Background: an optimization exercise with open tools, aiming at small area, a short achievable clock period and few clock cycles. Do not read the settings as production practice.
No run shown here included a check of the RTL's function; only the layout flow was run.
Power is estimated from default activity; no workload was simulated.

===== design/flow/design.v =====
package art_pkg;
  localparam int unsigned ENTRIES_DEF      = 64;
  localparam int unsigned MAX_SUBJECTS_DEF = 16;
  localparam int unsigned MAX_OBJECTS_DEF  = 16;
  localparam int unsigned CFG_W = 5;
  localparam int unsigned LIST_MAX = 16;
  localparam logic [2:0] MODE_ADD  = 3'd0;
  localparam logic [2:0] MODE_REM  = 3'd1;
  localparam logic [2:0] MODE_NEW  = 3'd2;
  localparam logic [2:0] MODE_DEL  = 3'd3;
  localparam logic [2:0] MODE_OCC  = 3'd4;
  localparam logic [2:0] MODE_LIST = 3'd5;
  localparam logic [1:0] ST_DONE = 2'd0;
  localparam logic [1:0] ST_NEW  = 2'd1;
  localparam logic [1:0] ST_NONE = 2'd2;
  localparam logic [1:0] ST_FULL = 2'd3;
  localparam logic CFG_INIT_SUBJ = 1'b0;
  localparam logic CFG_OBJ_CNT   = 1'b1;
  localparam logic [1:0] RIGHTS_RW = 2'b11;
  typedef struct packed {
    logic start;     
    logic scan;      
    logic append;    
    logic finish;    
    logic emit;      
  } art_cmd_t;
  typedef struct packed {
    logic scan_done;   
    logic list_left;   
  } art_sts_t;
endpackage
module access_rights_table_unit
#(
  parameter int unsigned ENTRIES      = art_pkg::ENTRIES_DEF,
  parameter int unsigned MAX_SUBJECTS = art_pkg::MAX_SUBJECTS_DEF,
  parameter int unsigned MAX_OBJECTS  = art_pkg::MAX_OBJECTS_DEF
) (
  input  logic             clk_i,
  input  logic             rst_ni,
  input  logic             cfg_we_i,
  input  logic             cfg_idx_i,
  input  logic [art_pkg::CFG_W-1:0] cfg_data_i,
  input  logic             s_axis_tvalid,
  output logic             s_axis_tready,
  input  logic [15:0]      s_axis_tdata,   
  output logic             m_axis_tvalid,
  input  logic             m_axis_tready,
  output logic [31:0]      m_axis_tdata,   
  output logic             m_axis_tlast
);
  localparam int N = 64;
  logic        hv_q, sv_q;           
  logic [12:0] sc_q;                 
  logic [12:3] hc_q;                 
  logic        push, pop, load;
  assign s_axis_tready = !sv_q;
  assign push = s_axis_tvalid && !sv_q;
  assign load = pop || (push && !hv_q);
  logic [3:0] cs, co;
  logic [1:0] cm;
  assign cs   = hc_q[6:3];
  assign co   = hc_q[10:7];
  assign cm   = hc_q[12:11];
  logic m_add, m_rem, m_new, m_del, m_occ, m_list;
  logic [12:0] nh;
  logic [3:0]  hi_d;
  always_comb begin
    nh = sv_q ? sc_q : s_axis_tdata[12:0];
    if (nh[2:0] == art_pkg::MODE_OCC) nh[6:3] = hi_d;
  end
  logic [3:0] subj_q [0:N-1];
  logic [3:0] obj_q  [0:N-1];
  logic [1:0] rts_q  [0:N-1];
  logic [6:0] count_q;
  logic [3:0] hi_q;                  
  logic [15:0] gone_q;
  logic [15:0] allow_q;              
  logic [4:0] added_q, init_q;
  logic [4:0] objc_q;                
  logic       dany_q;                
  logic [6:0] ptr_q;                 
  logic        o0v_q, o0l_q, o1v_q, o1l_q;
  logic [23:0] o0d_q, o1d_q;
  logic step;
  assign step = hv_q && !o1v_q;
  logic use_s, use_o;
  assign use_s = !m_list;
  assign use_o = m_add || m_rem || m_list;
  logic [N-1:0] valid, p;
  always_comb begin
    for (int i = 0; i < N; i++) begin
      valid[i] = (rts_q[i] != 2'b00);
      p[i] = valid[i] && (!use_s || subj_q[i] == cs) && (!use_o || obj_q[i] == co) &&
             (!m_list || ptr_q[6] || (6'(i) < ptr_q[5:0]));
    end
  end
  logic       t_any [0:6][0:N-1];
  logic       t_mul [0:6][0:N-1];
  logic [5:0] t_idx [0:6][0:N-1];
  logic [3:0] t_sub [0:6][0:N-1];
  always_comb begin
    for (int l = 0; l < 7; l++)
      for (int i = 0; i < N; i++) begin
        t_any[l][i] = 1'b0; t_mul[l][i] = 1'b0; t_idx[l][i] = '0; t_sub[l][i] = '0;
      end
    for (int i = 0; i < N; i++) begin
      t_any[0][i] = p[i];
      t_sub[0][i] = subj_q[i];
    end
    for (int l = 0; l < 6; l++)
      for (int i = 0; i < (N >> (l + 1)); i++) begin
        t_any[l+1][i] = t_any[l][2*i] | t_any[l][2*i+1];
        t_mul[l+1][i] = t_mul[l][2*i] | t_mul[l][2*i+1] | (t_any[l][2*i] & t_any[l][2*i+1]);
        t_sub[l+1][i] = t_any[l][2*i+1] ? t_sub[l][2*i+1] : t_sub[l][2*i];
        t_idx[l+1][i] = t_any[l][2*i+1] ? (t_idx[l][2*i+1] | 6'(1 << l)) : t_idx[l][2*i];
      end
  end
  logic       any_p, multi;
  logic [5:0] hidx;
  logic [3:0] hsubj;
  assign any_p = t_any[6][0];
  assign multi = t_mul[6][0];
  assign hidx  = t_idx[6][0];
  assign hsubj = t_sub[6][0];
  logic remz;
  always_comb begin
    remz = 1'b0;
    for (int i = 0; i < N; i++)
      remz = remz | (p[i] && ((rts_q[i] & ~cm) == 2'b00));
  end
  logic [N-1:0] sh;
  logic [7:0]   gall, gpre;
  always_comb begin
    for (int g = 0; g < 8; g++) gall[g] = &valid[8*g +: 8];
    gpre[0] = 1'b1;
    for (int g = 1; g < 8; g++) gpre[g] = gpre[g-1] & gall[g-1];
    for (int i = 0; i < N; i++) begin
      sh[i] = gpre[i / 8];
      for (int j = 8 * (i / 8); j < i; j++) sh[i] = sh[i] & valid[j];
    end
  end
  logic [5:0] tot_raw;
  logic       tfull;
  logic [4:0] total;
  assign tot_raw = {1'b0, init_q} + {1'b0, added_q};
  assign tfull = (tot_raw >= 6'd16);
  assign total = tfull ? 5'd16 : tot_raw[4:0];
  logic sub_ok, tfull_tab, shift, ins;
  assign sub_ok = allow_q[cs];
  assign tfull_tab = count_q[6];
  assign shift = step && m_add && sub_ok && (cm != 2'b00) && !tfull_tab;
  assign ins = shift && !any_p;
  logic occ_done, emit, done, last;
  assign occ_done = any_p || (count_q == 7'd0);
  always_comb begin
    emit = 1'b1; done = 1'b1; last = 1'b1;
    if (m_del && multi) begin emit = 1'b0; done = 1'b0; end
    if (m_occ && !occ_done) begin emit = 1'b0; done = 1'b0; end
    if (m_list && multi) begin done = 1'b0; last = 1'b0; end
  end
  assign pop = step && done;
  logic [4:0] rows;
  assign rows = (count_q == 7'd0) ? 5'd0 : {1'b0, cs} + 5'd1;
  assign hi_d = (ins && cs > hi_q) ? cs :
                (step && m_occ && !occ_done) ? cs - 4'd1 : hi_q;
  logic [1:0] st;
  logic [4:0] so;
  always_comb begin
    st = art_pkg::ST_NONE;
    so = '0;
    if (m_add) begin
      if (any_p) st = art_pkg::ST_DONE;
      else if (sub_ok) begin
        if (cm == 2'b00) st = art_pkg::ST_DONE;
        else if (tfull_tab) st = art_pkg::ST_FULL;
        else st = art_pkg::ST_NEW;
      end
    end
    if (m_rem && any_p) st = art_pkg::ST_DONE;
    if (m_new) begin
      if (tfull) begin st = art_pkg::ST_FULL; so = 5'd16; end
      else begin st = art_pkg::ST_DONE; so = total + 5'd1; end
    end
    if (m_del && (any_p || dany_q)) st = art_pkg::ST_DONE;
    if (m_occ) st = art_pkg::ST_DONE;
    if (m_list && any_p) begin st = art_pkg::ST_DONE; so = {1'b0, hsubj}; end
  end
  logic [8:0] cells;
  assign cells = 9'(rows * objc_q);
  logic [23:0] res;
  assign res = {m_occ, m_occ ? count_q : 7'd0, m_occ ? cells : 9'd0, m_occ ? rows : so, st};
  logic [1:0] rorm, randm;
  assign rorm  = m_add ? cm : 2'b00;
  assign randm = m_rem ? ~cm : (m_add ? 2'b11 : 2'b00);
  always_ff @(posedge clk_i) begin
    for (int i = 0; i < N; i++) begin
      if (shift && sh[i]) begin
        subj_q[i] <= (i == 0) ? cs : subj_q[(i == 0) ? 0 : i-1];
        obj_q[i]  <= (i == 0) ? co : obj_q[(i == 0) ? 0 : i-1];
      end
    end
  end
  always_ff @(posedge clk_i or negedge rst_ni) begin
    if (!rst_ni) begin
      for (int i = 0; i < N; i++) rts_q[i] <= 2'b00;
    end else begin
      for (int i = 0; i < N; i++) begin
        if (shift && sh[i]) begin
          if (i == 0) rts_q[i] <= any_p ? 2'b00 : cm;
          else rts_q[i] <= rts_q[(i == 0) ? 0 : i-1] | (p[(i == 0) ? 0 : i-1] ? cm : 2'b00);
        end else if (step && (((m_add || m_rem) && p[i]) || (m_del && p[i] && hidx == 6'(i))))
          rts_q[i] <= (rts_q[i] | rorm) & randm;
      end
    end
  end
  logic [4:0]  init_d, added_d;
  logic [15:0] gone_d, allow_d;
  logic [5:0]  tot_d;
  always_comb begin
    init_d = (cfg_we_i && cfg_idx_i == art_pkg::CFG_INIT_SUBJ) ? cfg_data_i : init_q;
    added_d = (step && m_new && !tfull) ? added_q + 5'd1 : added_q;
    gone_d = gone_q;
    if (step && m_del && !multi && (any_p || dany_q)) gone_d[cs] = 1'b1;
    tot_d = {1'b0, init_d} + {1'b0, added_d};
    for (int k = 0; k < 16; k++) allow_d[k] = (6'(k) < tot_d) && !gone_d[k];
  end
  always_ff @(posedge clk_i) begin
    if (!o0v_q || m_axis_tready) begin
      o0d_q <= o1v_q ? o1d_q : res;
      o0l_q <= o1v_q ? o1l_q : last;
    end
    if (!o1v_q) begin
      o1d_q <= res;
      o1l_q <= last;
    end
    if (!sv_q) sc_q <= s_axis_tdata[12:0];
  end
  always_ff @(posedge clk_i or negedge rst_ni) begin
    if (!rst_ni) begin
      hv_q <= 1'b0; sv_q <= 1'b0; hc_q <= '0;
      m_add <= 1'b0; m_rem <= 1'b0; m_new <= 1'b0; m_del <= 1'b0; m_occ <= 1'b0; m_list <= 1'b0;
      count_q <= '0; hi_q <= '0; gone_q <= '0; added_q <= '0;
      init_q <= 5'd2; objc_q <= 5'd2; allow_q <= 16'h0003;
      ptr_q <= 7'd64; dany_q <= 1'b0;
      o0v_q <= 1'b0; o1v_q <= 1'b0;
    end else begin
      if (cfg_we_i && cfg_idx_i == art_pkg::CFG_OBJ_CNT)
        objc_q <= (cfg_data_i > 5'd16) ? 5'd16 : cfg_data_i;
      init_q <= init_d;
      added_q <= added_d;
      gone_q <= gone_d;
      allow_q <= allow_d;
      if (load) begin
        hc_q <= nh[12:3];
        m_add  <= (nh[2:0] == art_pkg::MODE_ADD);
        m_rem  <= (nh[2:0] == art_pkg::MODE_REM);
        m_new  <= (nh[2:0] == art_pkg::MODE_NEW);
        m_del  <= (nh[2:0] == art_pkg::MODE_DEL);
        m_occ  <= (nh[2:0] == art_pkg::MODE_OCC);
        m_list <= (nh[2:0] == art_pkg::MODE_LIST);
      end else if (step && m_occ && !occ_done) begin
        hc_q[6:3] <= hc_q[6:3] - 4'd1;
      end
      if (pop) begin
        if (sv_q) sv_q <= push;
        else hv_q <= push;
      end else if (push) begin
        if (!hv_q) hv_q <= 1'b1;
        else sv_q <= 1'b1;
      end
      if (step) begin
        ptr_q <= done ? 7'd64 : {1'b0, hidx};
        dany_q <= done ? 1'b0 : (dany_q || (m_del && any_p));
      end
      if (ins) count_q <= count_q + 7'd1;
      else if (step && ((m_rem && any_p && remz) || (m_del && any_p)))
        count_q <= count_q - 7'd1;
      hi_q <= hi_d;
      if (!o0v_q || m_axis_tready) begin
        o0v_q <= o1v_q || (step && emit);
        o1v_q <= 1'b0;
      end else if (step && emit) o1v_q <= 1'b1;
    end
  end
  logic       o_occ;
  logic [4:0] o_x;
  assign o_occ = o0d_q[23];
  assign o_x = o0d_q[6:2];
  assign m_axis_tvalid = o0v_q;
  assign m_axis_tdata  = {4'b0, o0d_q[22:7], o_occ ? o_x : 5'd0,
                          o_occ ? 5'd0 : o_x, o0d_q[1:0]};
  assign m_axis_tlast  = o0l_q;
endmodule

===== design/flow/run.sh =====
#!/bin/bash
# synth_recipe.tcl (not shown) runs the flow's synth.tcl, then flattens the netlist and writes it again
# the make line also repeats each setting of config.mk as NAME=value (left out here)
make -C /OpenROAD-flow-scripts/flow DESIGN_CONFIG=/design/flow/config.mk WORK_HOME=/design/flow/orfs CLKGATE_MAP_FILE= SYNTH_SCRIPT=/design/flow/synth_recipe.tcl finish

===== design/flow/config.mk =====
export PLATFORM = sky130hd
export DESIGN_NAME = access_rights_table_unit
export DESIGN_NICKNAME = access_rights_table_unit
export VERILOG_FILES = /design/flow/design.v
export SDC_FILE = /design/flow/constraint.sdc
export NUM_CORES = 4
export LEC_CHECK = 0
export ABC_AREA = 1
export CAP_MARGIN = 20
export CORE_MARGIN = 2
export CORE_UTILIZATION = 40
export PLACE_DENSITY = 0.6
export SETUP_SLACK_MARGIN = 3.0
export SLEW_MARGIN = 20

===== design/flow/constraint.sdc =====
create_clock -name core_clock -period 8.0 [get_ports {clk_i}]
set_input_delay 1.6000 -clock core_clock [delete_from_list [all_inputs] [get_ports {clk_i}]]
set_output_delay 1.6000 -clock core_clock [all_outputs]
set_load 0.01 [all_outputs]

==> flow_summary.json, run 1 <==
{
  "hold_viol": 0,
  "clockPowerShare_pct": 28.0,
  "syn2layout_area_growth_pct": 11.7,
  "dp_hpwl_mm": 128,
  "rsz0062_at_grt": "false",
  "timing.setup.tns_ps": 0,
  "rows": 129,
  "slew_headroom_pct": 29.8,
  "synth_edf_count": 537,
  "clockRootBuffer": "clkbuf_16",
  "clockBufferDepth": 3,
  "fin_crit_sh_pct": 61.3,
  "r2r_cells": 25,
  "n_fill_cell": 12400,
  "whs_path_depth": 2,
  "power_frac_seq_pct": 31.0,
  "synth-simple-area-share_pct": 30.8,
  "startpoint_type": "register",
  "timing.final.max_slew_violations": 0,
  "crit_buf_inv": 5,
  "ant_nets": 0,
  "layout_common_cells": "nand2_1, inv_1, nor2_1",
  "syn_inst": 6743,
  "setup_viol": 0,
  "async_reset_ff_share_pct": 27.1,
  "remaining_drc_errors": 0,
  "clock_latency_ps": 740,
  "gp_congestion": 1.06,
  "worstPathArrival_ps": 5570,
  "avgSynthCellArea_sq_um": 7.38,
  "ys_types": 65,
  "io_buffers": 54,
  "start_util_pct": 40.2,
  "core_area_sq_um": 124000,
  "rrSetupSlack_ps": 3090,
  "hp-class": "register to register",
  "dieHeight_um": 357,
  "crit_top_cell": "nand2_1",
  "holdCritStartpoint": "o1d_q[14]",
  "p_int_mw": 9.04,
  "cpMaxStageDelayCell": "nor2_4",
  "power_leakage_nw": 26.2,
  "numCtsBuffers": 92,
  "crit_type": "register to register",
  "drv_cap": 0,
  "yosys_warnings": 8,
  "grt_usage_pct": 28.1,
  "fin_nets": 6838,
  "cp-end-kind": "register",
  "wl_mm": 183,
  "synth_compound_area_share_pct": 10.2,
  "crit_required_ps": 8660,
  "via_per_inst": 5.45,
  "grt_max_degree": 88,
  "synth_xor_area_share_pct": 3.36,
  "clkSinkCount": 789,
  "cts.htree.levels": 3,
  "ios": 62,
  "vias": 46200,
  "drt_iter0_drc": 5496,
  "period_needed_ps": 4910,
  "cts_tree": "done",
  "fin_skew_ps": 44.2,
  "seq_area_frac_synth_pct": 44.7,
  "cpPeakStageDelay_ps": 560,
  "sw_frac_of_total_pct": 42.9,
  "path_clk_slew_ps": 60,
  "powerDensity_nw_per_um2": 285,
  "timing.rr.start": "m_list",
  "timing.rr.end": "rts_q[53][1]",
  "whs_endpoint": "o1d_q[14]",
  "dieArea_sq_um": 127000,
  "path_max_fanout": 13,
  "synth_top_family_by_area": "simple AND/OR/NAND/NOR gates",
  "path_delay_family": "simple AND/OR/NAND/NOR gates",
  "ys.flop_type": "edfxtp_1",
  "grt_pass1_vias": 42700,
  "antenna_found_initial": 4,
  "crit_start": "m_list",
  "synth_mux_area_share_pct": 0.186,
  "worst_pin_slew_ps": 1050,
  "synth_fa_ha_area_share_pct": 1.52,
  "peakVddDrop_v": 0.000239,
  "dp.cells": 8255,
  "ys_ff_latch": 789,
  "max_clock_freq_mhz": 204,
  "drive_above_1_share_pct": 7.32,
  "power.switching_mw": 6.78,
  "drt_first_pass_iters": 9,
  "wl_per_cell_um": 21.6,
  "layout_commonest_cell": "nand2_1",
  "status": "finished clean",
  "die_w_um": 357,
  "synth_area_sq_um": 49700,
  "comb_power_share_pct": 41.0,
  "antenna_cells": 0,
  "grt-ovfl-total": 0,
  "final_cells": 8472,
  "grt_pass1_wl_mm": 268
}
## per-stage QoR
stage               util [%]  hold slack, ps  power (mW)  cell area (sq um)  setup WS (ps)
finish                  45.0             452        15.8              55600           3090
global route            45.0             469        16.6              55600           2970
CTS                     44.6             452        15.6              55100           2930
detailed placement      41.6             444        10.9              51500           1850
global placement        41.6             430        10.8              51500           1910
floorplan                  -             418        8.87              49800           3590
## worst reg2reg max path, cell delays in order, from the launching register on
cell     delay (ps)
dfrtp_4         500
inv_2            90
nor2_4           50
buf_12          140
buf_4           170
nand2_2         270
nand2_1         280
a21oi_1         340
nand3_2         200
nand2_2         250
inv_1           140
nand2_1         350
a21oi_1         120
nand2_1          90
nand2_1          60
nand2_1          90
nand2_2         110
nor2_4          560
inv_2            60
nor2_2          430
nand2_1         100
nand2_1         120
nand2_1         120
nand2_1          90
nand2_1          60
nand2_1          60
## sequential cells by signal, indices dropped and copies added, names as in the netlist, 10 cells and up
name	cells
sc_q	13
allow_q	16
hc_q	10
rts_q	128
o1d_q	24
obj_q	256
o0d_q	24
gone_q	16
subj_q	256
## cells in the mapped netlist (60+ instances only)
| library cell | number | area (sq um) |
|---|---|---|
| buf_4 | 77 | 578 |
| edfxtp_1 | 537 | 16100 |
| inv_1 | 796 | 2990 |
| nand3_1 | 345 | 1730 |
| clkbuf_1 | 84 | 315 |
| nor2_1 | 679 | 2550 |
| dfrtp_1 | 209 | 5230 |
| o211ai_1 | 88 | 661 |
| a21oi_1 | 236 | 1180 |
| nand2_1 | 2470 | 9270 |
| xor2_1 | 159 | 1390 |
| buf_2 | 60 | 300 |
| o21ai_0 | 406 | 2030 |
## how the worst max path moves through the flow
stage                              end  slack (ps)  cells past startpoint
final                     rts_q[53][1]        3090                     25
after global placement      count_q[5]        1910                     27
after global routing        count_q[6]        2970                     26
after floorplan           obj_q[39][0]        3590                     18
after CTS                   count_q[5]        2930                     28
after detailed placement    count_q[5]        1850                     27
## cells by family after synthesis
group                      Yosys count
xor gates and xnor gates           191
muxes                                9
other                                1
DFF                                789
buffers and inverters             1088
and+or+nand+nor                   3725
AOI/OAI and AO/OA                  886
adders and majority gates           54
## power groups by stage
stage | sequential, mW | clock, mW | combinational, mW
6_report | 4.91 | 4.42 | 6.49
5_1_grt | 4.93 | 4.65 | 7.03
4_1_cts | 4.95 | 4.49 | 6.15
3_5_place_dp | 5.10 | 0 | 5.76
3_3_place_gp | 5.09 | 0 | 5.72
2_1_floorplan | 4.76 | 0 | 4.11
## layout make-up
class | instances | area (sq um) | area share (%)
Multi-Input combinational cell | 4869 | 23100 | 41.6
Sequential cell | 789 | 22300 | 40.1
Inverter | 841 | 3280 | 5.90
Clock buffer | 126 | 2560 | 4.61
Tap cell | 1637 | 2050 | 3.69
Timing Repair Buffer | 164 | 1690 | 3.04
Clock inverter | 46 | 563 | 1.01
## metal layers
metal | wire (um) | GRT usage (%)
met1 | 74200 | 37.1
met2 | 80700 | 44.1
met3 | 18200 | 5.93
met4 | 9800 | 12.8
met5 | 25 | 0.222
## what timing repair did
item | CTS | global route
resized for setup | 73 | 59
setup endpoints to repair | 428 | 247
gates cloned | 0 | 2
hold buffers | 0 | 0
pin swaps | 3 | 7
buffers inserted | 21 | 22
==> run 2, diff against run 1 <==
--- a/design/flow/config.mk
+++ b/design/flow/config.mk
@@ -5,10 +5,10 @@
 export SDC_FILE = /design/flow/constraint.sdc
 export NUM_CORES = 4
 export LEC_CHECK = 0
-export ABC_AREA = 1
 export CAP_MARGIN = 20
 export CORE_MARGIN = 2
 export CORE_UTILIZATION = 40
 export PLACE_DENSITY = 0.6
 export SETUP_SLACK_MARGIN = 3.0
 export SLEW_MARGIN = 20
+export TNS_END_PERCENT = 20
==> flow_summary.json, run 2 <==
{
  "dp_hpwl_mm": 111,
  "avgSynthCellArea_sq_um": 11.0,
  "dieArea_sq_um": 116000,
  "startpoint_type": "register",
  "ys_types": 120,
  "cp-end-kind": "register",
  "remaining_drc_errors": 0,
  "antenna_found_initial": 7,
  "synth_compound_area_share_pct": 17.4,
  "die_w_um": 340,
  "placed_area_sq_um": 47500,
  "drt_first_pass_iters": 9,
  "synth_top_family_by_area": "compound AO/OA/AOI/OAI gates",
  "status": "finished clean",
  "hp-class": "register to register",
  "numCtsBuffers": 90,
  "yosys.area.top_type_share_pct": 35.7,
  "clockBufferDepth": 3,
  "timing.setup.tns_ps": 0,
  "synth_top_cell_by_area": "edfxtp_1",
  "grt-ovfl-total": 0,
  "stdcell_area_sq_um": 52100,
  "power_leakage_nw": 17.6,
  "start_util_pct": 40.2,
  "syn2layout_area_growth_pct": 15.3,
  "ys_ff_latch": 789,
  "powerDensity_nw_per_um2": 296,
  "grt_usage_pct": 26.8,
  "synth_fa_ha_area_share_pct": 1.68,
  "ios": 62,
  "crit_required_ps": 8580,
  "path_cells": "buf_4, or3_4, buf_4, buf_4, o41ai_2, nor4bb_2, buf_4, nor4_1, buf_4, nand4_2, buf_4, a211oi_2, a31o_2, and2_4, and2_1, buf_4, a21oi_1, o31ai_2, mux2_2",
  "cts.htree.levels": 3,
  "io_buffers": 54,
  "clockRootBuffer": "clkbuf_16",
  "path_clk_slew_ps": 70,
  "cpMaxStageDelayCell": "mux2_2",
  "drv_cap": 0,
  "rsz0062_at_grt": "true",
  "setup_viol": 0,
  "path_max_fanout": 14,
  "yosys_warnings": 8,
  "ys_top_cells_by_area": "edfxtp_1, dfrtp_1, xnor2_1",
  "grt_pass1_vias": 34900,
  "ys.flop_type": "edfxtp_1",
  "fin_crit_sh_pct": 64.1,
  "slew_headroom_pct": 19.1,
  "wl_mm": 159,
  "dieHeight_um": 340,
  "fin_skew_ps": 41.5,
  "largestRegisters": "obj_q (256), subj_q (256), rts_q (128)",
  "synth-simple-area-share_pct": 11.6,
  "layout_common_cells": "edfxtp_1, xnor2_1, nand2_1",
  "synth_common_cells": "edfxtp_1, xnor2_1, nand2_1, nor2_1, a21oi_1",
  "synth_xor_area_share_pct": 10.5,
  "ant_nets": 0,
  "postCtsHoldBufs": 0,
  "async_reset_ff_share_pct": 27.1,
  "hold_viol": 0,
  "fin_nets": 4321,
  "clkSinkCount": 789,
  "n_fill_cell": 10400,
  "synth_mux_area_share_pct": 4.98,
  "core_area_sq_um": 112000,
  "cpPeakStageDelay_ps": 370,
  "grt_max_degree": 133,
  "syn_inst": 4129,
  "max_clock_freq_mhz": 195,
  "grt_pass1_wl_mm": 234,
  "crit_type": "register to register",
  "crit_top_cell": "buf_4",
  "wl_per_cell_um": 27.3,
  "post-synth-top-count-cell": "edfxtp_1",
  "synth_edf_count": 537,
  "vias": 36500,
  "drt_iter0_drc": 4729,
  "seq_area_frac_synth_pct": 49.2,
  "layout_commonest_cell": "edfxtp_1",
  "period_needed_ps": 5130,
  "worst_pin_slew_ps": 1200,
  "peakVddDrop_v": 0.000209,
  "crit_buf_inv": 7,
  "clock_latency_ps": 700,
  "path_delay_family": "buffers and inverters",
  "via_per_inst": 6.27,
  "rows": 123,
  "cts_tree": "done",
  "timing.final.max_slew_violations": 0,
  "worstPathArrival_ps": 5710,
  "gp_congestion": 1.05,
  "drive_above_1_share_pct": 17.1,
  "synth_area_sq_um": 45200
}
[run 2: cell count changes after synthesis, moves of 101 or more]
| cell | before | now |
|---|---|---|
| nand3_1 | 345 | 58 |
| mux2i_1 | 7 | 108 |
| inv_1 | 796 | 90 |
| o21ai_0 | 406 | 225 |
| nand2_1 | 2470 | 280 |
| nor2_1 | 679 | 267 |
| a41oi_1 | 0 | 118 |
| xnor2_1 | 32 | 474 |
[run 2: what timing repair did]
action                                  4_1_cts  5_1_grt
endpoints found under the setup margin      255      183
cloned                                        0        1
resized for setup                            88       80
setup buffers                                42       29
pin swaps                                     4       15
[run 2: worst paths after layout]
path	depth (start not counted)	slack, ps	from	end
max	19	2870	m_rem	rts_q[38][1]
min	1	440	gone_q[6]	gone_q[6]
min in group asynchronous	1	910	rst_ni	objc_q[3]
max in group asynchronous	2	5770	rst_ni	rts_q[37][0]
min reg2reg	1	440	gone_q[6]	gone_q[6]
max reg2reg	19	2870	m_rem	rts_q[38][1]
[run 2: where the power goes]
part / internal, mW / leakage [nW] / switching, mW
registers: 4.64 / 7.59 / 0.286
clock network: 2.53 / 1.50 / 1.77
logic: 2.29 / 8.55 / 3.89
total: 9.46 / 17.6 / 5.95
[run 2: routing by layer]
metal	track usage [%]	wire (um)
met1	37.5	66100
met2	39.8	68700
met3	6.09	16000
met4	11.7	7870
met5	0	45
[run 2: cells by family after synthesis]
family                   Yosys count
other                              1
flip-flops                       789
AO/OA/AOI/OAI                   1148
AND/OR/NAND/NOR                 1018
multiplexers                     207
XOR/XNOR                         543
adder cells (fa/ha/maj)           54
buffers and inverters            369
[run 2: final cells by class]
class                   instances  area [sq um]  area share, %
flip-flops and latches        789         22300           42.8
multi-input cells            2975         21900           41.9
repair buffers                293          2700           5.17
clock buffers                 108          2400           4.61
well taps                    1500          1880           3.60
clock inverters                59           638           1.22
inverters                      91           349          0.669
diodes                          2          5.00        0.00960
[run 2: stage by stage]
stage	hold WS, ps	utilization [%]	std cells	power, mW	setup WS (ps)
floorplan	420	-	4132	9.00	3000
finish	444	46.4	5817	15.4	2870
detailed placement	432	42.3	5576	10.5	1860
global route	453	46.4	5815	16.0	2920
global placement	428	42.3	5576	10.5	1670
CTS	447	45.8	5785	15.3	2850
==> run 3, diff against run 2 <==
--- a/design/flow/config.mk
+++ b/design/flow/config.mk
@@ -7,8 +7,7 @@
 export LEC_CHECK = 0
 export CAP_MARGIN = 20
 export CORE_MARGIN = 2
-export CORE_UTILIZATION = 40
-export PLACE_DENSITY = 0.6
+export CORE_UTILIZATION = 60
+export PLACE_DENSITY = 0.75
 export SETUP_SLACK_MARGIN = 3.0
 export SLEW_MARGIN = 20
-export TNS_END_PERCENT = 20
==> flow_summary.json, run 3 <==
{
  "status": "finished clean",
  "startpoint_type": "register",
  "r2r_cells": 16,
  "period_needed_ps": 5050,
  "crit_type": "register to register",
  "dp.cells": 5037,
  "syn2layout_area_growth_pct": 13.1,
  "powerDensity_nw_per_um2": 297,
  "timing.rr.end": "rts_q[38][0]",
  "fin_nets": 4308,
  "clockRootBuffer": "clkbuf_16",
  "synth_area_sq_um": 45200,
  "fin_crit_sh_pct": 63.1,
  "syn_inst": 4129,
  "path_clk_slew_ps": 60,
  "worst_pin_slew_ps": 1310,
  "ios": 62,
  "async_reset_ff_share_pct": 27.1,
  "seq_area_frac_synth_pct": 49.2,
  "dp_hpwl_mm": 108,
  "fin_total_pwr_mw": 15.2,
  "ys.flop_type": "edfxtp_1",
  "ant_nets": 0,
  "dieHeight_um": 279,
  "max_clock_freq_mhz": 198,
  "grt_usage_pct": 39.8,
  "synth_top_cell_by_area": "edfxtp_1",
  "dieArea_sq_um": 77600,
  "ys_types": 120,
  "met3_usage_pct": 11.1,
  "io_buffers": 54,
  "drt_first_pass_iters": 12,
  "numCtsBuffers": 84,
  "layout_common_cells": "edfxtp_1, xnor2_1, nand2_1",
  "cts_tree": "done",
  "gr-usage-met1_pct": 53.2,
  "antenna_found_initial": 5,
  "timing.final.ws_setup_ps": 2950,
  "fin_skew_ps": 28.6,
  "postCtsHoldBufs": 0,
  "timing.rr.start": "hc_q[9]",
  "rows": 100,
  "rsz0062_at_grt": "true",
  "slew_headroom_pct": 12.5,
  "crit_required_ps": 8550,
  "wl_per_cell_um": 29.9,
  "ys_top_cells_by_area": "edfxtp_1, dfrtp_1, xnor2_1",
  "vias": 37300,
  "grt_pass1_vias": 35900,
  "gp_congestion": 1.07,
  "peakVddDrop_v": 0.000361,
  "yosys.area.top_type_share_pct": 35.7,
  "clkSinkCount": 789,
  "power.switching_mw": 5.95,
  "yosys_warnings": 8,
  "whs_ps": 448,
  "largestRegisters": "obj_q (256), subj_q (256), rts_q (128)",
  "setup_viol": 0,
  "clock_latency_ps": 680,
  "whs_path_depth": 1,
  "whs_endpoint": "gone_q[7]",
  "ys_ff_latch": 789,
  "core_area_sq_um": 74600,
  "grt_max_degree": 78,
  "grtUsageMet2_pct": 58.4,
  "comb_power_share_pct": 41.0,
  "wl_mm": 157,
  "power_leakage_nw": 17.5,
  "sw_frac_of_total_pct": 39.2,
  "p_int_mw": 9.24,
  "cp-end-kind": "register",
  "timing.setup.tns_ps": 0,
  "die_w_um": 279,
  "synth_edf_count": 537,
  "hold_viol": 0,
  "post-synth-top-count-cell": "edfxtp_1",
  "grt-ovfl-total": 0,
  "avgSynthCellArea_sq_um": 11.0,
  "dp_slack_ps": 1960,
  "start_util_pct": 60.6,
  "remaining_drc_errors": 0,
  "cts.htree.levels": 3,
  "power_frac_seq_pct": 32.5,
  "drv_cap": 0,
  "synth_common_cells": "edfxtp_1, xnor2_1, nand2_1, nor2_1, a21oi_1",
  "holdCritStartpoint": "gone_q[7]",
  "rrSetupSlack_ps": 2950,
  "clockPowerShare_pct": 26.5,
  "path_max_fanout": 31,
  "hp-class": "register to register",
  "drt_iter0_drc": 5985,
  "grt_pass1_wl_mm": 231,
  "drive_above_1_share_pct": 16.6,
  "layout_commonest_cell": "edfxtp_1",
  "clockBufferDepth": 3,
  "grt_busiest_layer": "met2",
  "final_cells": 5268,
  "timing.final.max_slew_violations": 0,
  "n_fill_cell": 5440,
  "worstPathArrival_ps": 5590,
  "via_per_inst": 7.08
}
==> run 3: changes by cell type in the layout (fill, tap and decap cells not counted), moves of 4 or more <==
cell / before / now
buf_12: 24 / 17
buf_4: 204 / 198
clkbuf_1: 9 / 15
clkbuf_16: 91 / 85
bufinv_16: 12 / 7
nor2_1: 246 / 251
clkinv_16: 0 / 4
o22ai_2: 5 / 1
o41ai_1: 14 / 10
==> run 3: logic make-up after synthesis <==
group | after synthesis | share of synthesized area, %
mux | 207 | 4.98
flops | 789 | 49.2
buf+inv | 369 | 4.68
simple gates | 1018 | 11.6
compound gates | 1148 | 17.4
other cells | 1 | 0.00829
fa+ha+maj | 54 | 1.68
xor+xnor | 543 | 10.5
==> run 3: power groups by stage <==
| stage | sequential (mW) | combinational (mW) | clock, mW |
|---|---|---|---|
| after floorplan | 4.82 | 4.18 | 0 |
| after global placement | 5.19 | 5.09 | 0 |
| after detailed placement | 5.21 | 5.22 | 0 |
| after CTS | 4.95 | 5.80 | 4.04 |
| after global routing | 4.96 | 6.53 | 4.18 |
| final | 4.93 | 6.23 | 4.03 |
==> run 3: layout make-up <==
type	count	area [sq um]	area share, %
inverters	91	348	0.680
well taps	969	1210	2.37
clock inverters	47	547	1.07
multi-input cells	2974	21800	42.6
repair buffers	287	2660	5.20
flip-flops and latches	789	22300	43.6
clock buffers	108	2290	4.48
diodes	3	7.51	0.0147
==> run 3: worst max-delay path, stage by stage (launching register included) <==
cell and delay, ps:
dfrtp_4 590, buf_12 210, xnor2_1 180, a41oi_1 460
nor4_4 110, buf_4 260, nor4_4 410, nand4_2 220
buf_4 240, a211oi_1 190, a31o_2 270, and2_2 350
and2_1 310, buf_4 210, a21oi_1 90, o31ai_2 320
mux2_2 380
==> run 3: per-layer routing <==
| layer | part of all wire (%) | vias to the layer above |
|---|---|---|
| li1 | - | 15800 |
| met1 | 37 | 18100 |
| met2 | 43 | 2698 |
| met3 | 13 | 677 |
| met4 | 6.9 | 8 |
| met5 | 0.036 | - |
==> run 3: what timing repair did <==
action	CTS	global route
resized for setup	108	74
endpoints found under the setup margin	294	152
gates cloned	1	0
buffers inserted	30	42
pin swaps	5	13
==> run 3: how the worst max path moves through the flow <==
stage / start / to / slack (ps)
global placement: ptr_q[2] / count_q[6] / 1960
detailed placement: hc_q[4] / rts_q[30][1] / 1960
global route: ptr_q[3] / rts_q[42][0] / 2930
CTS: ptr_q[4] / count_q[6] / 3000
finish: hc_q[9] / rts_q[38][0] / 2950
floorplan: hc_q[3] / obj_q[63][0] / 3000
==> run 3: through the flow <==
stage,util (%),area [sq um]
floorplan,-,45200
global placement,62.7,46700
detailed placement,62.7,46700
CTS,67.6,50400
global route,68.6,51100
finish,68.6,51100
==> run 4, diff against run 3 <==
--- a/design/flow/design.v
+++ b/design/flow/design.v
@@ -79,10 +79,11 @@
   logic [4:0] objc_q;                
   logic       dany_q;                
   logic [6:0] ptr_q;                 
-  logic        o0v_q, o0l_q, o1v_q, o1l_q;
-  logic [23:0] o0d_q, o1d_q;
-  logic step;
-  assign step = hv_q && !o1v_q;
+  logic        o0v_q, o0l_q;
+  logic [23:0] o0d_q;
+  logic ofree, step;
+  assign ofree = !o0v_q || m_axis_tready;
+  assign step = hv_q && ofree;
   logic use_s, use_o;
   assign use_s = !m_list;
   assign use_o = m_add || m_rem || m_list;
@@ -225,13 +226,9 @@
     for (int k = 0; k < 16; k++) allow_d[k] = (6'(k) < tot_d) && !gone_d[k];
   end
   always_ff @(posedge clk_i) begin
-    if (!o0v_q || m_axis_tready) begin
-      o0d_q <= o1v_q ? o1d_q : res;
-      o0l_q <= o1v_q ? o1l_q : last;
-    end
-    if (!o1v_q) begin
-      o1d_q <= res;
-      o1l_q <= last;
+    if (ofree) begin
+      o0d_q <= res;
+      o0l_q <= last;
     end
     if (!sv_q) sc_q <= s_axis_tdata[12:0];
   end
@@ -242,7 +239,7 @@
       count_q <= '0; hi_q <= '0; gone_q <= '0; added_q <= '0;
       init_q <= 5'd2; objc_q <= 5'd2; allow_q <= 16'h0003;
       ptr_q <= 7'd64; dany_q <= 1'b0;
-      o0v_q <= 1'b0; o1v_q <= 1'b0;
+      o0v_q <= 1'b0;
     end else begin
       if (cfg_we_i && cfg_idx_i == art_pkg::CFG_OBJ_CNT)
         objc_q <= (cfg_data_i > 5'd16) ? 5'd16 : cfg_data_i;
@@ -276,10 +273,7 @@
       else if (step && ((m_rem && any_p && remz) || (m_del && any_p)))
         count_q <= count_q - 7'd1;
       hi_q <= hi_d;
-      if (!o0v_q || m_axis_tready) begin
-        o0v_q <= o1v_q || (step && emit);
-        o1v_q <= 1'b0;
-      end else if (step && emit) o1v_q <= 1'b1;
+      if (ofree) o0v_q <= step && emit;
     end
   end
   logic       o_occ;
==> flow_summary.json, run 4 <==
{
  "status": "finished clean",
  "dp.cells": 4934,
  "clkSinkCount": 763,
  "rrSetupSlack_ps": 2900,
  "ys_types": 111,
  "crit_type": "register to register",
  "startpoint_type": "register",
  "vias": 37200,
  "path_clk_slew_ps": 60,
  "max_clock_freq_mhz": 196,
  "n_fill_cell": 5323,
  "power_leakage_nw": 17.3,
  "grt_pass1_vias": 35600,
  "drt_iter0_drc": 5761,
  "whs_ps": 453,
  "syn_inst": 4042,
  "synth_fa_ha_area_share_pct": 1.74,
  "async_reset_ff_share_pct": 27.9,
  "setup_viol": 0,
  "powerDensity_nw_per_um2": 368,
  "grt_usage_pct": 41.2,
  "drv_cap": 0,
  "cpMaxStageDelayCell": "or4_4",
  "synth_common_cells": "edfxtp_1, xnor2_1, a21oi_1, nor2_1, nand2_1",
  "synth_top_family_by_area": "compound AO/OA/AOI/OAI gates",
  "timing.final.ws_setup_ps": 2900,
  "hp-class": "register to register",
  "postCtsHoldBufs": 0,
  "rsz0062_at_grt": "true",
  "holdCritStartpoint": "gone_q[1]",
  "worst_pin_slew_ps": 1300,
  "synth-simple-area-share_pct": 10.8,
  "layout_common_cells": "edfxtp_1, xnor2_1, a21oi_1",
  "cp-end-kind": "register",
  "clockRootBuffer": "clkbuf_16",
  "period_needed_ps": 5100,
  "ant_nets": 0,
  "worstPathArrival_ps": 5650,
  "fin_skew_ps": 37.6,
  "avgSynthCellArea_sq_um": 11.0,
  "fin_util_pct": 69.3,
  "path_max_fanout": 14,
  "cts_tree": "done",
  "crit_top_cell": "buf_4",
  "wl_mm": 159,
  "drive_above_1_share_pct": 17.1,
  "crit_required_ps": 8550,
  "synth_area_sq_um": 44300,
  "syn2layout_area_growth_pct": 14.2,
  "cts.htree.levels": 3,
  "wl_per_cell_um": 30.6,
  "grt-ovfl-total": 0,
  "fin_nets": 4233,
  "synth_mux_area_share_pct": 4.74,
  "rows": 99,
  "synth_edf_count": 537,
  "dp_slack_ps": 1110,
  "numCtsBuffers": 83,
  "start_util_pct": 60.7,
  "grt_max_degree": 98,
  "clock_latency_ps": 680,
  "antenna_found_initial": 11,
  "timing.rr.start": "ptr_q[2]",
  "remaining_drc_errors": 0,
  "via_per_inst": 7.18,
  "largestRegisters": "obj_q (256), subj_q (256), rts_q (128)",
  "yosys_warnings": 8,
  "grt_pass1_wl_mm": 231,
  "die_w_um": 276,
  "gp_congestion": 1.05,
  "drt_first_pass_iters": 10,
  "dieHeight_um": 276,
  "dieArea_sq_um": 76000,
  "cpPeakStageDelay_ps": 650,
  "post-synth-top-count-cell": "edfxtp_1",
  "clockBufferDepth": 3,
  "path_cells": "buf_4, or4b_4, o32ai_4, nor4_2, buf_4, a22o_1, a221oi_2, o211ai_1, or4_1, or4_4, a211oi_4, nor2_2, o31ai_1",
  "dp_hpwl_mm": 107,
  "ys_top_cells_by_area": "edfxtp_1, dfrtp_1, xnor2_1",
  "synth_xor_area_share_pct": 10.8,
  "hold_viol": 0,
  "layout_commonest_cell": "edfxtp_1",
  "ios": 62,
  "timing.setup.tns_ps": 0,
  "seq_area_frac_synth_pct": 49.1,
  "synth_top_cell_by_area": "edfxtp_1",
  "ys_ff_latch": 763,
  "slew_headroom_pct": 13.3,
  "synth_compound_area_share_pct": 18.4,
  "timing.final.max_slew_violations": 0,
  "ys.flop_type": "edfxtp_1",
  "io_buffers": 54,
  "peakVddDrop_v": 0.000454,
  "fin_crit_sh_pct": 63.8,
  "crit_start": "ptr_q[2]",
  "core_area_sq_um": 73000,
  "yosys.area.top_type_share_pct": 36.4,
  "final_cells": 5184
}
==> run 4: cell types whose count changed in the layout (fill, tap and decap cells not counted), sizes merged, moves of 16 or more <==
cell / previous run / this run
dfxtp: 38 / 13
a211oi: 48 / 67
nor3: 84 / 63
xnor2: 474 / 533
o21ai: 233 / 188
xor2: 69 / 12
a22o: 8 / 24
or2: 11 / 33
nand2: 281 / 237
nor4: 72 / 90
==> run 4: where the power goes <==
group / total, mW / switching [mW] / leakage (nW) / internal (mW)
clock network: 4.04 / 1.69 / 1.38 / 2.35
registers: 4.93 / 0.388 / 7.32 / 4.54
logic: 9.66 / 6.38 / 8.62 / 3.28
total: 18.6 / 8.45 / 17.3 / 10.2
==> run 4: path summary, 6_finish.rpt <==
kind | end | depth (start not counted)
worst max-delay path | m_rem | 13
worst min-delay path | gone_q[1] | 1
worst max register to register | m_rem | 13
worst min register to register | gone_q[1] | 1
max in group asynchronous | ptr_q[2] | 2
min in group asynchronous | rts_q[8][1] | 1
==> run 4: logic make-up after synthesis <==
| group | count (synthesis) |
|---|---|
| flip-flops | 763 |
| buffers and inverters | 389 |
| adder cells (fa/ha/maj) | 55 |
| other | 1 |
| AND/OR/NAND/NOR | 932 |
| AO/OA/AOI/OAI | 1166 |
| XOR/XNOR | 545 |
| multiplexers | 191 |
==> run 4: through the flow <==
stage          cell area [sq um]  power, mW
2_1_floorplan              44400       10.2
3_3_place_gp               46100       12.8
3_5_place_dp               46100       13.0
4_1_cts                    50100       17.9
5_1_grt                    50500       19.0
6_report                   50600       18.6
==> run 4: routing by layer <==
| metal | global-route usage (%) | vias up | routed length (um) |
|---|---|---|---|
| met5 | 0 | - | 46 |
| met4 | 24.6 | 8 | 11600 |
| met3 | 13.4 | 788 | 21000 |
| met2 | 61.0 | 2807 | 68000 |
| met1 | 52.9 | 18100 | 57900 |
| li1 | - | 15600 | - |
==> run 4: critical path, delay by kind of cell (launching register included) <==
kind	cells	cell delay, ps
AO/OA/AOI/OAI	6	1780
flip-flops	1	580
AND/OR/NAND/NOR	5	2080
buffers and inverters	2	490
==> run 4: cell type report <==
| class | count | area (sq um) | area share, % |
|---|---|---|---|
| Sequential cell | 763 | 21800 | 43.1 |
| Multi-Input combinational cell | 2896 | 21600 | 42.7 |
| Timing Repair Buffer | 294 | 2710 | 5.37 |
| Clock buffer | 107 | 2200 | 4.35 |
| Tap cell | 959 | 1200 | 2.37 |
| Clock inverter | 49 | 631 | 1.25 |
| Inverter | 113 | 460 | 0.911 |
| Antenna cell | 3 | 7.51 | 0.0148 |
==> run 4: repair_timing <==
action                                  in CTS  in global routing
endpoints found under the setup margin     334                186
pin swaps                                   20                 13
cloned                                       1                  2
gates resized for setup                    102                 60
setup buffers                               56                 32
==> run 5, diff against run 4 <==
--- a/design/flow/config.mk
+++ b/design/flow/config.mk
@@ -7,7 +7,7 @@
 export LEC_CHECK = 0
 export CAP_MARGIN = 20
 export CORE_MARGIN = 2
-export CORE_UTILIZATION = 60
-export PLACE_DENSITY = 0.75
+export CORE_UTILIZATION = 40
+export PLACE_DENSITY = 0.6
 export SETUP_SLACK_MARGIN = 3.0
 export SLEW_MARGIN = 20
==> flow_summary.json, run 5 <==
{
  "status": "finished clean",
  "whs_ps": 447,
  "hold_viol": 0,
  "crit_type": "register to register",
  "die_w_um": 337,
  "io_buffers": 54,
  "async_reset_ff_share_pct": 27.9,
  "power_leakage_nw": 17.7,
  "synth_edf_count": 537,
  "period_needed_ps": 5020,
  "stdcell_area_sq_um": 51800,
  "wl_per_cell_um": 28.5,
  "core_area_sq_um": 110000,
  "setup_viol": 0,
  "post-synth-top-count-cell": "edfxtp_1",
  "highest_layer": "met5",
  "yosys.area.top_type_share_pct": 36.4,
  "grt_usage_pct": 28.4,
  "yosys_warnings": 8,
  "remaining_drc_errors": 0,
  "synth_common_cells": "edfxtp_1, xnor2_1, a21oi_1, nor2_1, nand2_1",
  "placed_area_sq_um": 46800,
  "fin_crit_sh_pct": 62.8,
  "fin_nets": 4283,
  "worst_pin_slew_ps": 1330,
  "path_clk_slew_ps": 60,
  "crit_required_ps": 8600,
  "ios": 62,
  "grt_max_degree": 79,
  "drt_first_pass_iters": 6,
  "timing.final.ws_setup_ps": 2980,
  "slew_headroom_pct": 11.1,
  "postCtsHoldBufs": 0,
  "synth_top_cell_by_area": "edfxtp_1",
  "drive_above_1_share_pct": 18.3,
  "clockBufferDepth": 3,
  "syn2layout_area_growth_pct": 17.1,
  "clock_latency_ps": 710,
  "grt-ovfl-total": 0,
  "timing.setup.tns_ps": 0,
  "clockRootBuffer": "clkbuf_16",
  "drt_iter0_drc": 4677,
  "numCtsBuffers": 87,
  "drv_cap": 0,
  "cts_tree": "done",
  "dieHeight_um": 337,
  "ys_top_cells_by_area": "edfxtp_1, dfrtp_1, xnor2_1",
  "hp-class": "register to register",
  "powerDensity_nw_per_um2": 363,
  "crit_start": "ptr_q[6]",
  "largestRegisters": "obj_q (256), subj_q (256), rts_q (128)",
  "antenna_found_initial": 6,
  "whs_path_depth": 1,
  "gp_congestion": 1.04,
  "grt_pass1_vias": 34700,
  "wl_met1_mm": 69.0,
  "dp.cells": 5484,
  "wl_met3_mm": 16.4,
  "ys_ff_latch": 763,
  "route.met2.wl_mm": 70.5,
  "dp_slack_ps": 1330,
  "syn_inst": 4042,
  "holdCritStartpoint": "gone_q[8]",
  "ys.flop_type": "edfxtp_1",
  "rows": 122,
  "seq_area_frac_synth_pct": 49.1,
  "r2r_cells": 14,
  "ys_types": 111,
  "peakVddDrop_v": 0.000340,
  "layout_commonest_cell": "edfxtp_1",
  "cts.htree.levels": 3,
  "startpoint_type": "register",
  "clkSinkCount": 763,
  "timing.rr.start": "ptr_q[6]",
  "vias": 36200,
  "via_per_inst": 6.27,
  "rsz0062_at_grt": "true",
  "synth_area_sq_um": 44300,
  "ant_nets": 0,
  "fin_util_pct": 47.0,
  "max_clock_freq_mhz": 199,
  "wl_mm": 164,
  "path_max_fanout": 11,
  "grt_pass1_wl_mm": 239,
  "dp_hpwl_mm": 109,
  "fin_skew_ps": 37.3,
  "layout_common_cells": "edfxtp_1, xnor2_1, a21oi_1, buf_4, nand2_1",
  "start_util_pct": 40.2,
  "dieArea_sq_um": 113000,
  "avgSynthCellArea_sq_um": 11.0,
  "timing.final.max_slew_violations": 0,
  "cp-end-kind": "register",
  "fin_total_pwr_mw": 18.8,
  "worstPathArrival_ps": 5620,
  "final_cells": 5770
}
## run 5: kinds of logic after synthesis
group,share of synthesized area [%]
buf+inv,4.50
flops,49.1
simple gates,10.8
fa+ha+maj,1.74
other cells,0.00847
compound gates,18.4
xor+xnor,10.8
mux,4.74
## run 5: repair_timing
| item | 4_1_cts | 5_1_grt |
|---|---|---|
| gates cloned | 0 | 1 |
| pin swaps | 17 | 24 |
| setup endpoints to repair | 433 | 206 |
| endpoints found under the hold margin | 0 | 0 |
| setup buffers | 65 | 50 |
| resized for setup | 109 | 65 |
## run 5: area by class of cell
class / instances / area [sq um]
clock inverters: 51 / 679
flip-flops and latches: 763 / 21800
clock buffers: 112 / 2340
multi-input cells: 2894 / 21600
repair buffers: 342 / 3090
diodes: 7 / 17.5
well taps: 1488 / 1860
fillers: 10100 / 58400
inverters: 113 / 453
## run 5: report_power, final
group | switching (mW) | leakage (nW) | internal (mW)
Clock | 1.79 | 1.47 | 2.46
Combinational | 6.23 | 8.87 | 3.43
Sequential | 0.378 | 7.32 | 4.54
## run 5: path summary, 6_finish.rpt
check                          endpoint  slack [ps]
max                         rts_q[3][1]        2980
min                          allow_q[8]         450
max reg2reg                 rts_q[3][1]        2980
min reg2reg                  allow_q[8]         450
max in group asynchronous  rts_q[38][0]        5540
min in group asynchronous      hc_q[11]         830
## run 5: worst max-delay path: stages (launching register included)
cell	delay, ps
dfstp_4	820
or3b_4	370
buf_4	300
o22ai_2	170
nor4_4	470
buf_4	200
nor2b_1	40
o31a_1	300
o311ai_2	470
nand3_2	300
a211oi_4	430
buf_4	240
a41oi_1	160
o21ai_1	260
mux2_2	350
## run 5: routing by layer
layer,up-vias,track usage (%)
met2,1984,41.9
li1,15700,-
met1,18100,39.2
met5,-,0
met4,2,13.2
met3,402,7.10
==> run 6, diff against run 5 <==
--- a/design/flow/design.v
+++ b/design/flow/design.v
@@ -74,7 +74,7 @@
   logic [6:0] count_q;
   logic [3:0] hi_q;                  
   logic [15:0] gone_q;
-  logic [15:0] allow_q;              
+  logic [15:0] below_q;              
   logic [4:0] added_q, init_q;
   logic [4:0] objc_q;                
   logic       dany_q;                
@@ -147,7 +147,7 @@
   assign tfull = (tot_raw >= 6'd16);
   assign total = tfull ? 5'd16 : tot_raw[4:0];
   logic sub_ok, tfull_tab, shift, ins;
-  assign sub_ok = allow_q[cs];
+  assign sub_ok = below_q[cs] && !gone_q[cs];
   assign tfull_tab = count_q[6];
   assign shift = step && m_add && sub_ok && (cm != 2'b00) && !tfull_tab;
   assign ins = shift && !any_p;
@@ -215,7 +215,7 @@
     end
   end
   logic [4:0]  init_d, added_d;
-  logic [15:0] gone_d, allow_d;
+  logic [15:0] gone_d, below_d;
   logic [5:0]  tot_d;
   always_comb begin
     init_d = (cfg_we_i && cfg_idx_i == art_pkg::CFG_INIT_SUBJ) ? cfg_data_i : init_q;
@@ -223,7 +223,7 @@
     gone_d = gone_q;
     if (step && m_del && !multi && (any_p || dany_q)) gone_d[cs] = 1'b1;
     tot_d = {1'b0, init_d} + {1'b0, added_d};
-    for (int k = 0; k < 16; k++) allow_d[k] = (6'(k) < tot_d) && !gone_d[k];
+    for (int k = 0; k < 16; k++) below_d[k] = (6'(k) < tot_d);
   end
   always_ff @(posedge clk_i) begin
     if (ofree) begin
@@ -237,7 +237,7 @@
       hv_q <= 1'b0; sv_q <= 1'b0; hc_q <= '0;
       m_add <= 1'b0; m_rem <= 1'b0; m_new <= 1'b0; m_del <= 1'b0; m_occ <= 1'b0; m_list <= 1'b0;
       count_q <= '0; hi_q <= '0; gone_q <= '0; added_q <= '0;
-      init_q <= 5'd2; objc_q <= 5'd2; allow_q <= 16'h0003;
+      init_q <= 5'd2; objc_q <= 5'd2; below_q <= 16'h0003;
       ptr_q <= 7'd64; dany_q <= 1'b0;
       o0v_q <= 1'b0;
     end else begin
@@ -246,7 +246,7 @@
       init_q <= init_d;
       added_q <= added_d;
       gone_q <= gone_d;
-      allow_q <= allow_d;
+      below_q <= below_d;
       if (load) begin
         hc_q <= nh[12:3];
         m_add  <= (nh[2:0] == art_pkg::MODE_ADD);
==> flow_summary.json, run 6 <==
{
  "crit_buf_inv": 5,
  "wl_per_cell_um": 28.4,
  "grt-ovfl-total": 0,
  "timing.final.max_slew_violations": 0,
  "powerDensity_nw_per_um2": 407,
  "timing.setup.tns_ps": 0,
  "cts.htree.levels": 3,
  "clockRootBuffer": "clkbuf_16",
  "dp_hpwl_mm": 111,
  "endpoint": "rts_q[35][0]",
  "via_per_inst": 6.35,
  "ios": 62,
  "grt_usage_pct": 28.4,
  "antenna_found_initial": 4,
  "status": "finished clean",
  "grt_pass1_vias": 35400,
  "yosys.area.top_type_share_pct": 36.3,
  "grt_pass1_wl_mm": 240,
  "hp-class": "register to register",
  "io_buffers": 54,
  "crit_required_ps": 8570,
  "slew_headroom_pct": 26.4,
  "hold_viol": 0,
  "core_area_sq_um": 110000,
  "fin_crit_sh_pct": 62.7,
  "path_max_fanout": 15,
  "worstPathArrival_ps": 5590,
  "setup_viol": 0,
  "path_cells": "nand2b_4, buf_4, nor3_2, buf_4, a2111oi_2, buf_4, nor4_4, o311ai_0, a221oi_2, nor3_4, buf_4, a211oi_4, buf_4, a21oi_1, o31ai_1, mux2_2",
  "clock_latency_ps": 700,
  "ys_ff_latch": 763,
  "largestRegisters": "obj_q (256), subj_q (256), rts_q (128)",
  "sw_frac_of_total_pct": 47.8,
  "timing.final.ws_setup_ps": 2980,
  "avgSynthCellArea_sq_um": 10.9,
  "rows": 122,
  "crit_type": "register to register",
  "timing.rr.end": "rts_q[35][0]",
  "cpMaxStageDelayCell": "dfstp_4",
  "remaining_drc_errors": 0,
  "cpPeakStageDelay_ps": 560,
  "numCtsBuffers": 85,
  "period_needed_ps": 5020,
  "synth_area_sq_um": 44400,
  "clkSinkCount": 763,
  "peakVddDrop_v": 0.000474,
  "drv_cap": 0,
  "clockPowerShare_pct": 19.4,
  "max_clock_freq_mhz": 199,
  "fin_nets": 4301,
  "synth_edf_count": 537,
  "crit_start": "ptr_q[6]",
  "timing.rr.start": "ptr_q[6]",
  "seq_area_frac_synth_pct": 49.0,
  "worst_pin_slew_ps": 1100,
  "vias": 36700,
  "dieHeight_um": 337,
  "startpoint_type": "register",
  "yosys_warnings": 8,
  "ys_top_cells_by_area": "edfxtp_1, dfrtp_1, xnor2_1",
  "cp_num_cells": 16,
  "dieArea_sq_um": 114000,
  "power_frac_seq_pct": 23.4,
  "ys_types": 105,
  "gp_congestion": 1.04,
  "post-synth-top-count-cell": "edfxtp_1",
  "ant_nets": 0,
  "layout_common_cells": "edfxtp_1, xnor2_1, a21oi_1",
  "wl_mm": 164,
  "start_util_pct": 40.2,
  "power.switching_mw": 10.1,
  "path_delay_family": "compound AO/OA/AOI/OAI gates",
  "cp-end-kind": "register",
  "drt_iter0_drc": 5296,
  "power_leakage_nw": 17.4,
  "grt_max_degree": 92,
  "crit_top_cell": "buf_4",
  "cts_tree": "done",
  "drt_first_pass_iters": 6,
  "ys.flop_type": "edfxtp_1",
  "syn2layout_area_growth_pct": 17.0,
  "clockBufferDepth": 3,
  "syn_inst": 4075,
  "synth_top_cell_by_area": "edfxtp_1",
  "fin_skew_ps": 36.8,
  "p_int_mw": 11.0,
  "async_reset_ff_share_pct": 27.9,
  "synth_common_cells": "edfxtp_1, xnor2_1, a21oi_1, nand2_1, nor2_1",
  "path_clk_slew_ps": 60,
  "comb_power_share_pct": 57.3,
  "r2r_cells": 16,
  "die_w_um": 337,
  "rrSetupSlack_ps": 2980,
  "layout_commonest_cell": "edfxtp_1",
  "rsz0062_at_grt": "true",
  "dp_slack_ps": 1430,
  "drive_above_1_share_pct": 17.6
}
[run 6: cell types whose count changed after synthesis, sizes merged, moves of 18 or more]
| cell | change |
|---|---|
| a22oi | +24 |
| or2 | -18 |
| nor4 | -28 |
| a211oi | -20 |
| a2111oi | +19 |
| mux2 | +27 |
[run 6: power groups by stage]
stage	clock (mW)	combinational, mW	sequential, mW
floorplan	0	6.48	4.73
global placement	0	9.50	5.42
detailed placement	0	9.59	5.42
CTS	4.15	11.1	5.01
global route	4.28	12.5	4.96
finish	4.09	12.1	4.94
[run 6: stage by stage]
step                      instances  utilization (%)  cell area (sq um)  total power [mW]  hold slack [ps]
after floorplan                4078                -              44400              11.2              419
after global placement         5518             42.6              47000              14.9              430
after detailed placement       5518             42.6              47000              15.0              436
after CTS                      5739             46.5              51300              20.3              449
after global routing           5777             47.0              51900              21.7              465
final                          5780             47.1              51900              21.1              446
[run 6: logic make-up after synthesis]
logic type | share of synthesized area, %
AO/OA/AOI/OAI | 18.3
buffers and inverters | 4.31
XOR/XNOR | 10.8
adder cells (fa/ha/maj) | 1.74
flip-flops | 49.0
AND/OR/NAND/NOR | 10.7
multiplexers | 5.24
other | 0.00845
[run 6: metal layers]
metal	vias to the layer above	wire length [um]	track usage [%]
li1	15800	-	-
met1	18200	66000	38.1
met2	2231	71100	42.3
met3	485	18400	7.87
met4	6	8600	13.7
met5	-	45	0
[run 6: how the worst min path moves through the flow]
stage | start | end | slack (ps) | cells after the start
detailed placement | gone_q[5] | gone_q[5] | 440 | 1
global placement | gone_q[5] | gone_q[5] | 430 | 1
floorplan | gone_q[1] | gone_q[1] | 420 | 1
CTS | gone_q[5] | gone_q[5] | 450 | 1
finish | gone_q[5] | gone_q[5] | 450 | 1
global route | obj_q[28][3] | obj_q[29][3] | 470 | 0
[run 6: layout make-up]
type | count | area, sq um
diodes | 3 | 7.51
clock buffers | 107 | 2260
clock inverters | 50 | 598
fillers | 10000 | 58400
inverters | 109 | 427
multi-input cells | 2923 | 21900
flip-flops and latches | 763 | 21800
well taps | 1488 | 1860
repair buffers | 336 | 3120
repair inverters | 1 | 5.00
[run 6: repair_timing]
action,CTS,global route
gates cloned,1,2
endpoints found under the setup margin,374,160
pin swaps,17,11
hold buffers,0,0
setup buffers,63,36
gates resized for setup,124,57
==> run 7, diff against run 6 <==
--- a/design/flow/config.mk
+++ b/design/flow/config.mk
@@ -5,6 +5,7 @@
 export SDC_FILE = /design/flow/constraint.sdc
 export NUM_CORES = 4
 export LEC_CHECK = 0
+export ABC_CLOCK_PERIOD_IN_PS = 5000
 export CAP_MARGIN = 20
 export CORE_MARGIN = 2
 export CORE_UTILIZATION = 40
==> flow_summary.json, run 7 <==
{
  "startpoint_type": "register",
  "synth_edf_count": 537,
  "worstPathArrival_ps": 5590,
  "crit_start": "ptr_q[6]",
  "largestRegisters": "obj_q (256), subj_q (256), rts_q (128)",
  "drv_cap": 0,
  "wl_per_cell_um": 28.4,
  "max_clock_freq_mhz": 199,
  "crit_type": "register to register",
  "numCtsBuffers": 85,
  "rows": 122,
  "path_max_fanout": 15,
  "dp.cells": 5518,
  "setup_viol": 0,
  "cp-end-kind": "register",
  "cts_tree": "done",
  "ys_ff_latch": 763,
  "layout_commonest_cell": "edfxtp_1",
  "crit_required_ps": 8570,
  "ant_nets": 0,
  "power_leakage_nw": 17.4,
  "vias": 36700,
  "cts.htree.levels": 3,
  "gp_congestion": 1.04,
  "grt_pass1_vias": 35400,
  "drt_first_pass_iters": 6,
  "syn2layout_area_growth_pct": 17.0,
  "grt_pass1_wl_mm": 240,
  "holdCritStartpoint": "gone_q[5]",
  "yosys.area.top_type_share_pct": 36.3,
  "synth_top_cell_by_area": "edfxtp_1",
  "fin_crit_sh_pct": 62.7,
  "postCtsHoldBufs": 0,
  "worst_pin_slew_ps": 1100,
  "grt-ovfl-total": 0,
  "synth_area_sq_um": 44400,
  "drive_above_1_share_pct": 17.6,
  "timing.final.max_slew_violations": 0,
  "core_area_sq_um": 110000,
  "ys_types": 105,
  "hold_viol": 0,
  "register_area_sq_um": 21800,
  "rsz0062_at_grt": "true",
  "fin_util_pct": 47.1,
  "path_cells": "nand2b_4, buf_4, nor3_2, buf_4, a2111oi_2, buf_4, nor4_4, o311ai_0, a221oi_2, nor3_4, buf_4, a211oi_4, buf_4, a21oi_1, o31ai_1, mux2_2",
  "fin_skew_ps": 36.8,
  "syn_inst": 4075,
  "grt_usage_pct": 28.4,
  "cpPeakStageDelay_ps": 560,
  "final_cells": 5780,
  "dieArea_sq_um": 114000,
  "path_clk_slew_ps": 60,
  "seq_area_frac_synth_pct": 49.0,
  "die_w_um": 337,
  "ios": 62,
  "clockRootBuffer": "clkbuf_16",
  "ys.flop_type": "edfxtp_1",
  "layout_common_cells": "edfxtp_1, xnor2_1, a21oi_1",
  "status": "finished clean",
  "powerDensity_nw_per_um2": 407,
  "post-synth-top-count-cell": "edfxtp_1",
  "drt_iter0_drc": 5296,
  "clock_latency_ps": 700,
  "rrSetupSlack_ps": 2980,
  "antenna_found_initial": 4,
  "clkSinkCount": 763,
  "avgSynthCellArea_sq_um": 10.9,
  "ys_top_cells_by_area": "edfxtp_1, dfrtp_1, xnor2_1",
  "hp-class": "register to register",
  "multi_input_area_sq_um": 21900,
  "dp_hpwl_mm": 111,
  "grt_max_degree": 92,
  "timing.setup.tns_ps": 0,
  "fin_nets": 4301,
  "dieHeight_um": 337,
  "slew_headroom_pct": 26.4,
  "via_per_inst": 6.35,
  "cpMaxStageDelayCell": "dfstp_4",
  "crit_top_cell": "buf_4",
  "synth_common_cells": "edfxtp_1, xnor2_1, a21oi_1, nand2_1, nor2_1",
  "start_util_pct": 40.2,
  "n_fill_cell": 10000,
  "timing.rr.start": "ptr_q[6]",
  "io_buffers": 54,
  "async_reset_ff_share_pct": 27.9,
  "wl_mm": 164,
  "period_needed_ps": 5020,
  "remaining_drc_errors": 0,
  "yosys_warnings": 8,
  "peakVddDrop_v": 0.000474,
  "clockBufferDepth": 3
}
## run 7: cell counts in the layout (fill, tap and decap cells not counted)
Identical to the previous run, type by type.
## run 7: cell families after synthesis
family	share of synthesized area, %
AOI/OAI and AO/OA	18.3
xor gates and xnor gates	10.8
adders and majority gates	1.74
buffers and inverters	4.31
DFF	49.0
muxes	5.24
other	0.00845
and+or+nand+nor	10.7
## run 7: worst paths after layout
kind,end,cells after the start
setup / recovery,rts_q[35][0],16
hold / removal,gone_q[5],1
setup reg to reg,rts_q[35][0],16
hold reg to reg,gone_q[5],1
max in group asynchronous,ptr_q[3],2
min in group asynchronous,hc_q[7],1
## run 7: stage by stage
| stage | hold WS, ps | setup WS, ps | power (mW) | area [sq um] |
|---|---|---|---|---|
| after floorplan | 419 | 2900 | 11.2 | 44400 |
| after global placement | 430 | 1330 | 14.9 | 47000 |
| after detailed placement | 436 | 1430 | 15.0 | 47000 |
| after CTS | 449 | 3000 | 20.3 | 51300 |
| after global routing | 465 | 2940 | 21.7 | 51900 |
| final | 446 | 2980 | 21.1 | 51900 |
## run 7: timing repair
action / in CTS / in global routing
endpoints found under the setup margin: 374 / 160
gates resized for setup: 124 / 57
buffers inserted: 63 / 36
pin swaps: 17 / 11
cloned: 1 / 2
## run 7: critical path, delay by kind of cell, from the launching register on
family,cells,cell delay [ps]
AOI/OAI and AO/OA,6,1510
buffers and inverters,5,1180
and+or+nand+nor,4,1240
DFF,1,560
muxes,1,380
## run 7: cell type report
cell class	count	area share, %
inverters	109	0.822
flip-flops and latches	763	41.9
repair buffers	336	6.01
diodes	3	0.0145
repair inverters	1	0.00964
clock buffers	107	4.35
clock inverters	50	1.15
multi-input cells	2923	42.1
well taps	1488	3.59
## run 7: power breakdown
group / switching, mW / internal, mW / leakage (nW)
Sequential: 0.401 / 4.53 / 7.31
Clock: 1.72 / 2.37 / 1.39
Combinational: 7.98 / 4.12 / 8.74
Total: 10.1 / 11.0 / 17.4
## run 7: metal layers
layer	global-route usage, %	routed length, um
met4	13.7	8600
met3	7.87	18400
met1	38.1	66000
met5	0	45
met2	42.3	71100

-- afterwards: timing with drivers on the ports --
How much do the figures lean on ideal ports? The routed layouts below were timed once more, with nothing changed but the port constraints.
Step 1, drivers: a clkbuf_16 drives clk_i and a buf_2 each remaining input, both assumed.
Step 2 adds t to the input delays and takes it off the output delays; t is the mean of the earliest and latest rising clock arrival at the registers after step 1. Input paths then give back, and output paths get back, about the clock's delay inside the block.
a / b / c = ideal / step 1 / step 2; a / b = the first two.
run | t, ns | setup slack, ns | worst setup path at the end | clock arrival spread, ns
run 1 | 0.792 | 3.094 / 3.094 / 2.888 | input to register | 0.044 / 0.044
run 2 | 0.755 | 2.869 / 2.869 / 2.869 | register to register | 0.041 / 0.042
run 3 | 0.741 | 2.952 / 2.952 / 2.952 | register to register | 0.029 / 0.028
run 4 | 0.732 | 2.899 / 2.899 / 2.364 | input to register | 0.039 / 0.039
run 5 | 0.768 | 2.977 / 2.977 / 2.412 | input to register | 0.037 / 0.038
run 6 | 0.757 | 2.982 / 2.982 / 2.429 | input to register | 0.037 / 0.036
run 7 | 0.757 | 2.982 / 2.982 / 2.429 | input to register | 0.037 / 0.036
After both steps setup and hold are still met in every run listed. For run 5, which loses most, drivers alone change the setup slack by 0.000 ns; drivers and shift together by -0.565 ns.
